Source: an optimization exercise on an open RTL-to-GDS flow (aim: small area, a short achievable clock period and few clock cycles per item). Production flows keep margins and buffers that such runs may drop.
Only the layout flow was run in this run; the RTL was not checked for function there.
Power figures rest on the tool's default switching activity, not on a simulated workload.

File: flow/design.v
package rgb_to_yuv_encoder_pkg;
  typedef enum logic [2:0] {
    S_IDLE  = 3'd0,
    S_READ  = 3'd1,
    S_CALC  = 3'd2,
    S_WRITE = 3'd3,
    S_DONE  = 3'd4
  } enc_state_type;
  localparam logic [17:0] U_BASE_ADDRESS   = 18'd38400;
  localparam logic [17:0] V_BASE_ADDRESS   = 18'd57600;
  localparam logic [17:0] RGB_BASE_ADDRESS = 18'd146944;
  localparam logic signed [31:0] C_YR = 32'sd16843;
  localparam logic signed [31:0] C_YG = 32'sd33030;
  localparam logic signed [31:0] C_YB = 32'sd6423;
  localparam logic signed [31:0] C_UR = -32'sd9699;
  localparam logic signed [31:0] C_UG = -32'sd19071;
  localparam logic signed [31:0] C_UB = 32'sd28770;
  localparam logic signed [31:0] C_VR = 32'sd28770;
  localparam logic signed [31:0] C_VG = -32'sd24117;
  localparam logic signed [31:0] C_VB = -32'sd4653;
  localparam logic signed [31:0] Y_OFFSET  = 32'sd1081344;
  localparam logic signed [31:0] UV_OFFSET = 32'sd16842752;
  localparam logic signed [31:0] U8_MAX    = 32'sd255;
  localparam logic [3:0] STEP_CALC  = 4'd6;
  localparam logic [3:0] STEP_WRITE = 4'd11;
endpackage
import rgb_to_yuv_encoder_pkg::*;
module clip_u8
(
  input  logic signed [31:0] value_i,
  input  logic               shift17_i,
  output logic [7:0]         clipped_o
);
  logic signed [31:0] shifted;
  always_comb begin
    if (shift17_i) shifted = value_i >>> 5'd17;
    else shifted = value_i >>> 5'd16;
    if (shifted < 32'sd0) clipped_o = 8'h00;
    else if (shifted > U8_MAX) clipped_o = 8'hFF;
    else clipped_o = shifted[7:0];
  end
endmodule
import rgb_to_yuv_encoder_pkg::*;
module rgb_to_yuv_encoder
#(
  parameter int NUM_GROUPS = 19200
) (
  input  logic        CLOCK_50_I,
  input  logic        reset,
  input  logic        enable,
  input  logic [15:0] SRAM_read_data,
  output logic [17:0] SRAM_address,
  output logic [15:0] SRAM_write_data,
  output logic        SRAM_we_n,
  output logic        done
);
  localparam logic [17:0] LAST_GROUP = 18'(NUM_GROUPS - 1);
  logic [2:0]  state_q, state_d;
  logic [3:0]  step_q, step_d;
  logic [17:0] group_q, group_d;
  logic [17:0] rgb_addr_q, rgb_addr_d;
  logic [17:0] sram_address_q, sram_address_d;
  logic [15:0] sram_write_data_q, sram_write_data_d;
  logic        sram_we_n_q, sram_we_n_d;
  logic        done_q, done_d;
  logic [3:0][7:0] r_q, r_d, g_q, g_d, b_q, b_d;
  logic [3:0][7:0] y_q, y_d;
  logic [1:0][7:0] u_q, u_d, v_q, v_d;
  logic signed [31:0] acc_y_q, acc_y_d, acc_u_q, acc_u_d, acc_v_q, acc_v_d;
  logic [1:0][8:0] rs, gs, bs;
  logic signed [31:0] coef_a, coef_b, coef_c, offset, mac_sum;
  logic [8:0]  x_a, x_b, x_c;
  logic [7:0]  clip_y, clip_u, clip_v;
  logic [1:0]  yi;
  logic        pi;
  logic [3:0]  step_inc;
  logic [2:0]  phase_inc;
  assign step_inc  = step_q + 4'd1;
  assign phase_inc = (step_inc >= STEP_WRITE) ? S_WRITE
                   : (step_inc >= STEP_CALC) ? S_CALC : S_READ;
  assign rs[0] = {1'b0, r_q[0]} + {1'b0, r_q[1]};
  assign gs[0] = {1'b0, g_q[0]} + {1'b0, g_q[1]};
  assign bs[0] = {1'b0, b_q[0]} + {1'b0, b_q[1]};
  assign rs[1] = {1'b0, r_q[2]} + {1'b0, r_q[3]};
  assign gs[1] = {1'b0, g_q[2]} + {1'b0, g_q[3]};
  assign bs[1] = {1'b0, b_q[2]} + {1'b0, b_q[3]};
  assign yi = {step_q[3], step_q[0]};
  assign pi = step_q[3];
  always_comb begin
    coef_a = 32'sd0; coef_b = 32'sd0; coef_c = 32'sd0; offset = 32'sd0;
    x_a = 9'd0; x_b = 9'd0; x_c = 9'd0;
    case (step_q)
      4'd4, 4'd5, 4'd8, 4'd9: begin
        coef_a = C_YR; coef_b = C_YG; coef_c = C_YB; offset = Y_OFFSET;
        x_a = {1'b0, r_q[yi]}; x_b = {1'b0, g_q[yi]}; x_c = {1'b0, b_q[yi]};
      end
      4'd6, 4'd10: begin
        coef_a = C_UR; coef_b = C_UG; coef_c = C_UB; offset = UV_OFFSET;
        x_a = rs[pi]; x_b = gs[pi]; x_c = bs[pi];
      end
      4'd7, 4'd11: begin
        coef_a = C_VR; coef_b = C_VG; coef_c = C_VB; offset = UV_OFFSET;
        x_a = rs[pi]; x_b = gs[pi]; x_c = bs[pi];
      end
      default: begin
        offset = 32'sd0;
      end
    endcase
  end
  assign mac_sum = coef_a * $signed({23'd0, x_a}) + coef_b * $signed({23'd0, x_b})
                 + coef_c * $signed({23'd0, x_c}) + offset;
  clip_u8 u_clip_y (.value_i(acc_y_q), .shift17_i(1'b0), .clipped_o(clip_y));
  clip_u8 u_clip_u (.value_i(acc_u_q), .shift17_i(1'b1), .clipped_o(clip_u));
  clip_u8 u_clip_v (.value_i(acc_v_q), .shift17_i(1'b1), .clipped_o(clip_v));
  always_comb begin
    state_d = state_q; step_d = step_q; group_d = group_q; rgb_addr_d = rgb_addr_q;
    sram_address_d = sram_address_q; sram_write_data_d = sram_write_data_q;
    sram_we_n_d = 1'b1; done_d = done_q;
    r_d = r_q; g_d = g_q; b_d = b_q; y_d = y_q; u_d = u_q; v_d = v_q;
    acc_y_d = acc_y_q; acc_u_d = acc_u_q; acc_v_d = acc_v_q;
    case (state_q)
      S_IDLE: begin
        done_d = 1'b0;
        if (enable) begin
          state_d = S_READ; step_d = 4'd0; group_d = 18'd0;
          sram_address_d = RGB_BASE_ADDRESS;
          rgb_addr_d = RGB_BASE_ADDRESS + 18'd1;
        end else begin
          state_d = S_IDLE;
        end
      end
      S_READ, S_CALC, S_WRITE: begin
        step_d = step_q + 4'd1;
        state_d = phase_inc;
        case (step_q)
          4'd0, 4'd1, 4'd2, 4'd3, 4'd4: begin
            sram_address_d = rgb_addr_q; rgb_addr_d = rgb_addr_q + 18'd1;
          end
          4'd11: begin
            sram_address_d = {group_q[16:0], 1'b0};
            sram_write_data_d = {y_q[0], y_q[1]}; sram_we_n_d = 1'b0;
          end
          4'd12: begin
            sram_address_d = {group_q[16:0], 1'b1};
            sram_write_data_d = {y_q[2], y_q[3]}; sram_we_n_d = 1'b0;
          end
          4'd13: begin
            sram_address_d = U_BASE_ADDRESS + group_q;
            sram_write_data_d = {u_q[0], u_q[1]}; sram_we_n_d = 1'b0;
          end
          4'd14: begin
            sram_address_d = V_BASE_ADDRESS + group_q;
            sram_write_data_d = {v_q[0], v_q[1]}; sram_we_n_d = 1'b0;
          end
          4'd15: begin
            group_d = group_q + 18'd1;
            if (group_q == LAST_GROUP) begin
              state_d = S_DONE; done_d = 1'b1; step_d = 4'd0;
            end else begin
              sram_address_d = rgb_addr_q; rgb_addr_d = rgb_addr_q + 18'd1;
            end
          end
          default: begin
            sram_we_n_d = 1'b1;
          end
        endcase
        case (step_q)
          4'd2: begin r_d[0] = SRAM_read_data[15:8]; g_d[0] = SRAM_read_data[7:0]; end
          4'd3: begin b_d[0] = SRAM_read_data[15:8]; r_d[1] = SRAM_read_data[7:0]; end
          4'd4: begin g_d[1] = SRAM_read_data[15:8]; b_d[1] = SRAM_read_data[7:0]; end
          4'd5: begin r_d[2] = SRAM_read_data[15:8]; g_d[2] = SRAM_read_data[7:0]; end
          4'd6: begin b_d[2] = SRAM_read_data[15:8]; r_d[3] = SRAM_read_data[7:0]; end
          4'd7: begin g_d[3] = SRAM_read_data[15:8]; b_d[3] = SRAM_read_data[7:0]; end
          default: begin r_d = r_q; end
        endcase
        case (step_q)
          4'd4:  acc_y_d = mac_sum;
          4'd5:  begin y_d[0] = clip_y; acc_y_d = mac_sum; end
          4'd6:  begin y_d[1] = clip_y; acc_u_d = mac_sum; end
          4'd7:  begin u_d[0] = clip_u; acc_v_d = mac_sum; end
          4'd8:  begin v_d[0] = clip_v; acc_y_d = mac_sum; end
          4'd9:  begin y_d[2] = clip_y; acc_y_d = mac_sum; end
          4'd10: begin y_d[3] = clip_y; acc_u_d = mac_sum; end
          4'd11: begin u_d[1] = clip_u; acc_v_d = mac_sum; end
          4'd12: v_d[1] = clip_v;
          default: begin acc_y_d = acc_y_q; end
        endcase
      end
      S_DONE: begin
        if (enable) begin
          done_d = 1'b1;
        end else begin
          state_d = S_IDLE; done_d = 1'b0; step_d = 4'd0;
          group_d = 18'd0; rgb_addr_d = 18'd0;
        end
      end
      default: begin
        state_d = S_IDLE; done_d = 1'b0;
      end
    endcase
  end
  always_ff @(posedge CLOCK_50_I) begin
    if (reset) begin
      state_q <= S_IDLE; step_q <= 4'd0; group_q <= 18'd0; rgb_addr_q <= 18'd0;
      sram_address_q <= 18'd0; sram_write_data_q <= 16'd0; sram_we_n_q <= 1'b1;
      done_q <= 1'b0;
      r_q <= '0; g_q <= '0; b_q <= '0;
      y_q <= '0; u_q <= '0; v_q <= '0;
      acc_y_q <= 32'sd0; acc_u_q <= 32'sd0; acc_v_q <= 32'sd0;
    end else begin
      state_q <= state_d; step_q <= step_d; group_q <= group_d; rgb_addr_q <= rgb_addr_d;
      sram_address_q <= sram_address_d; sram_write_data_q <= sram_write_data_d;
      sram_we_n_q <= sram_we_n_d; done_q <= done_d;
      r_q <= r_d; g_q <= g_d; b_q <= b_d; y_q <= y_d; u_q <= u_d; v_q <= v_d;
      acc_y_q <= acc_y_d; acc_u_q <= acc_u_d; acc_v_q <= acc_v_d;
    end
  end
  assign SRAM_address    = sram_address_q;
  assign SRAM_write_data = sram_write_data_q;
  assign SRAM_we_n       = sram_we_n_q;
  assign done            = done_q;
endmodule
File: flow/run.sh
#!/bin/bash
# synth_recipe.tcl (not shown) runs the flow's synth.tcl, then flattens the netlist and writes it again
# the make line also repeats each setting of config.mk as NAME=value (left out here)
make -C /OpenROAD-flow-scripts/flow DESIGN_CONFIG=/design/flow/config.mk WORK_HOME=/design/flow/orfs CLKGATE_MAP_FILE= SYNTH_SCRIPT=/design/flow/synth_recipe.tcl finish
File: flow/config.mk
export PLATFORM = sky130hd
export DESIGN_NAME = rgb_to_yuv_encoder
export DESIGN_NICKNAME = rgb_to_yuv_encoder
export VERILOG_FILES = /design/flow/design.v
export SDC_FILE = /design/flow/constraint.sdc
export NUM_CORES = 4
export LEC_CHECK = 0
export CAP_MARGIN = 20
export CORE_MARGIN = 2
export CORE_UTILIZATION = 40
export SLEW_MARGIN = 20
File: flow/constraint.sdc
create_clock -name core_clock -period 12.0 [get_ports {CLOCK_50_I}]
set_input_delay 2.4000 -clock core_clock [delete_from_list [all_inputs] [get_ports {CLOCK_50_I}]]
set_output_delay 2.4000 -clock core_clock [all_outputs]
set_load 0.01 [all_outputs]
==> out/metrics.cfg <==
[cts]
cts_resized = 0
cts_tree = done
cts_setup_buffers = 0
cts_buffers = 31
postCtsHoldBufs = 0
clkSinkCount = 285
cts.clk_slew.worst_paths_ns = 0.06
clk_latency_ns = 0.60
htree_levels = 1
clk_path_buf_depth = 3
clockRootBuffer = clkbuf_16

[sta]
fmax_mhz = 94.0
setup_tns_ns = 0
period_share_pct = 88.6
worst_pin_slew_ns = 1.17
skew_ns = 0.0151
maxSlewViolCount = 0
setup_viol = 0
slew_headroom_pct = 21.0
min_period_ns = 10.63
rsz0062_at_grt = false
finalHoldViolCount = 0

[global_routing]
grt_max_degree = 95
overflow = 0
grt_pass1_wl_um = 136000
antenna_found_initial = 0
grt_pass1_vias = 23400
grt.total_usage_pct = 22.8

[pwr]
p_per_area_mw_per_mm2 = 65.0
switching_share_pct = 23.5
switchingPower_uw = 493
p_seq_share_pct = 45.6
pwr-share-comb_pct = 4.0
p_int_mw = 1.61
ir_drop_mv = 0.103
pwr-share-clk_pct = 50.4
p_leak_nw = 14.7

[setup_path]
required_ns = 12.49
regToRegStartpoint = step_q[3]$_SDFFE_PP0P_
end_kind = flop
cp_common_cell = fa_1
crit_slowest_cell = o21ai_0
worstPathArrival_ns = 11.12
start_kind = flop
rr_worst_depth = 31
worstPathMaxFanout = 33
cp-startpoint = step_q[3]$_SDFFE_PP0P_
slowest_delay_ns = 0.96
worst-setup-path-type = reg -> reg

[yosys]
syn_inst = 3476
synth-async-reset-ratio_pct = 0
synth_edf_count = 0
synthDistinctLibCells = 75
synth-warning-count = 2
syn_nets = 4174
synth_ff_type = dfxtp_1
ys_seq_area_share_pct = 19.2
ys_ff_latch = 285
avgSynthCellArea_um2 = 8.56
mappedNetlistArea_mm2 = 0.0297

[worst_hold_path]
hold_class = reg -> reg
hold_path_depth = 2
hp-start = v_q[2]$_SDFFE_PP0P_

[drt]
initialDrtViolationCount = 2069
num_vias = 23500
wl_per_cell_um = 19.5
first_pass_iters = 6
finalWirelength_um = 86400
remaining_drc_errors = 0
viasPerCell = 5.31
antenna_left = 0

[finish]
drive_gt1_share_pct = 4.26
syn2layout_area_growth_pct = 8.69
design_area_mm2 = 0.0323
nNetsFinal = 4146
n_antenna_cell = 0
mostFrequentLayoutCells = inv_1 (671), fa_1 (425), nand2_1 (406)
final_common_cell = inv_1

[placement]
finalWeightedCongestion = 0.969
place_area_mm2 = 0.0312
dp_hpwl_um = 68500
io_buffers = 54

[die]
std_cell_rows = 99
core_area_mm2 = 0.0733
start_util_pct = 40.6
ios = 55
die_w_um = 277
die_area_mm2 = 0.0766
fp.dieH_um = 277

[flow_run]
drv.max_cap_violation_count = 0

[outcome]
run_status = complete, no violations

==> per-layer routing <==
metal	track usage, %	part of all wire [%]	up-vias
met5	0	0	-
met4	5.37	2.4	0
met3	3.08	7.2	95
met2	36.2	45	792
met1	32.9	45	11600
li1	-	-	11100
==> path summary, 6_finish.rpt <==
| kind | slack, ns | end |
|---|---|---|
| setup / recovery | 1.37 | acc_u_q[25]$_SDFFE_PP0P_ |
| hold / removal | 0.46 | v_q[2]$_SDFFE_PP0P_ |
| setup reg to reg | 1.37 | acc_u_q[25]$_SDFFE_PP0P_ |
| hold reg to reg | 0.46 | v_q[2]$_SDFFE_PP0P_ |
==> flip-flops by register name, indices dropped and copies added, names as in the netlist <==
name / flops
acc_u_q: 15
g_q: 32
sram_we_n_q: 1
acc_v_q: 15
state_q: 3
r_q: 32
u_q: 16
sram_address_q: 18
rgb_addr_q: 18
step_q: 4
y_q: 32
group_q: 18
b_q: 32
acc_y_q: 16
done_q: 1
sram_write_data_q: 16
v_q: 16
==> power groups by stage <==
stage	Clock [mW]	Combinational [mW]	Sequential, mW
final	1.06	0.0830	0.958
after floorplan	0	0.0490	0.979
after global placement	0	0.0827	0.979
after CTS	1.08	0.0830	0.958
after detailed placement	0	0.0830	0.979
after global routing	1.12	0.0898	0.958
==> critical path, delay by kind of cell, from the launching register on <==
kind / cells / cell delay, ns
DFF: 1 / 0.63
xor gates and xnor gates: 1 / 0.36
adders and majority gates: 9 / 4.51
and+or+nand+nor: 7 / 1.30
buffers and inverters: 8 / 1.13
AOI/OAI and AO/OA: 6 / 2.57
==> synth_stat cells (25+ instances only) <==
cell | number | share of area [%]
inv_1 | 671 | 8.5
nand2_1 | 406 | 5.1
dfxtp_1 | 285 | 19
fa_1 | 425 | 29
clkbuf_1 | 129 | 1.6
a21o_1 | 31 | 0.78
xnor2_1 | 31 | 0.91
nand3_1 | 32 | 0.54
a21oi_1 | 309 | 5.2
o21ai_0 | 87 | 1.5
nor3_1 | 61 | 1.0
ha_1 | 254 | 11
a222oi_1 | 25 | 0.84
nor2_1 | 310 | 3.9
nand2b_1 | 27 | 0.57
xor2_1 | 25 | 0.74
==> through the flow <==
stage	total power, mW	instances	hold WS [ns]	worst slack, ns	util (%)
after floorplan	1.03	3476	0.432	2.48	-
after detailed placement	1.06	4374	0.448	1.68	42.6
after global routing	2.17	4431	0.475	0.990	44.1
after global placement	1.06	4374	0.441	1.64	42.6
after CTS	2.12	4431	0.457	1.67	44.1
final	2.10	4431	0.456	1.37	44.1
==> kinds of logic (layout without fill, tap and decap cells) <==
family          Yosys count  in the layout  share of synthesized area (%)
buf+inv                 818            814                           10.4
mux                      51             51                           2.36
xor+xnor                 57             57                           1.70
compound gates          617            617                           12.9
fa+ha+maj               679            679                           39.3
flops                   285            285                           19.2
simple gates            969            969                           14.2
==> cell type report <==
type / count / area [µm²]
Fill cell: 7346 / 41000
Clock buffer: 38 / 842
Clock inverter: 19 / 273
Tap cell: 959 / 1200
Timing Repair Buffer: 86 / 785
Sequential cell: 285 / 5710
Multi-Input combinational cell: 2373 / 21000
Inverter: 671 / 2520

## port drivers added, routing unchanged
The flow's constraints put no driver on any port. The routed layout listed below was extracted and timed again, unchanged, in two steps.
Step 1 assumes that a clkbuf_16 drives the clock port and a buf_2 every other input.
Step 2 moves the port delays by t, midway between the first and last clock arrival at a register: inputs arrive t later, outputs are due t later. That takes back most of the time a late clock gives input paths.
Slacks: no drivers / after step 1 / after step 2; pairs: no drivers / after step 1.
t, ns: 0.653
setup WS [ns]: 1.366 / 1.366 / 1.366
hold WS [ns]: 0.456 / 0.456 / 0.456
latest minus earliest clock arrival (ns): 0.017 / 0.017
After both steps setup and hold are still met in this run. The setup slack of this run moves by 0.000 ns with the drivers and by 0.000 ns with both steps.
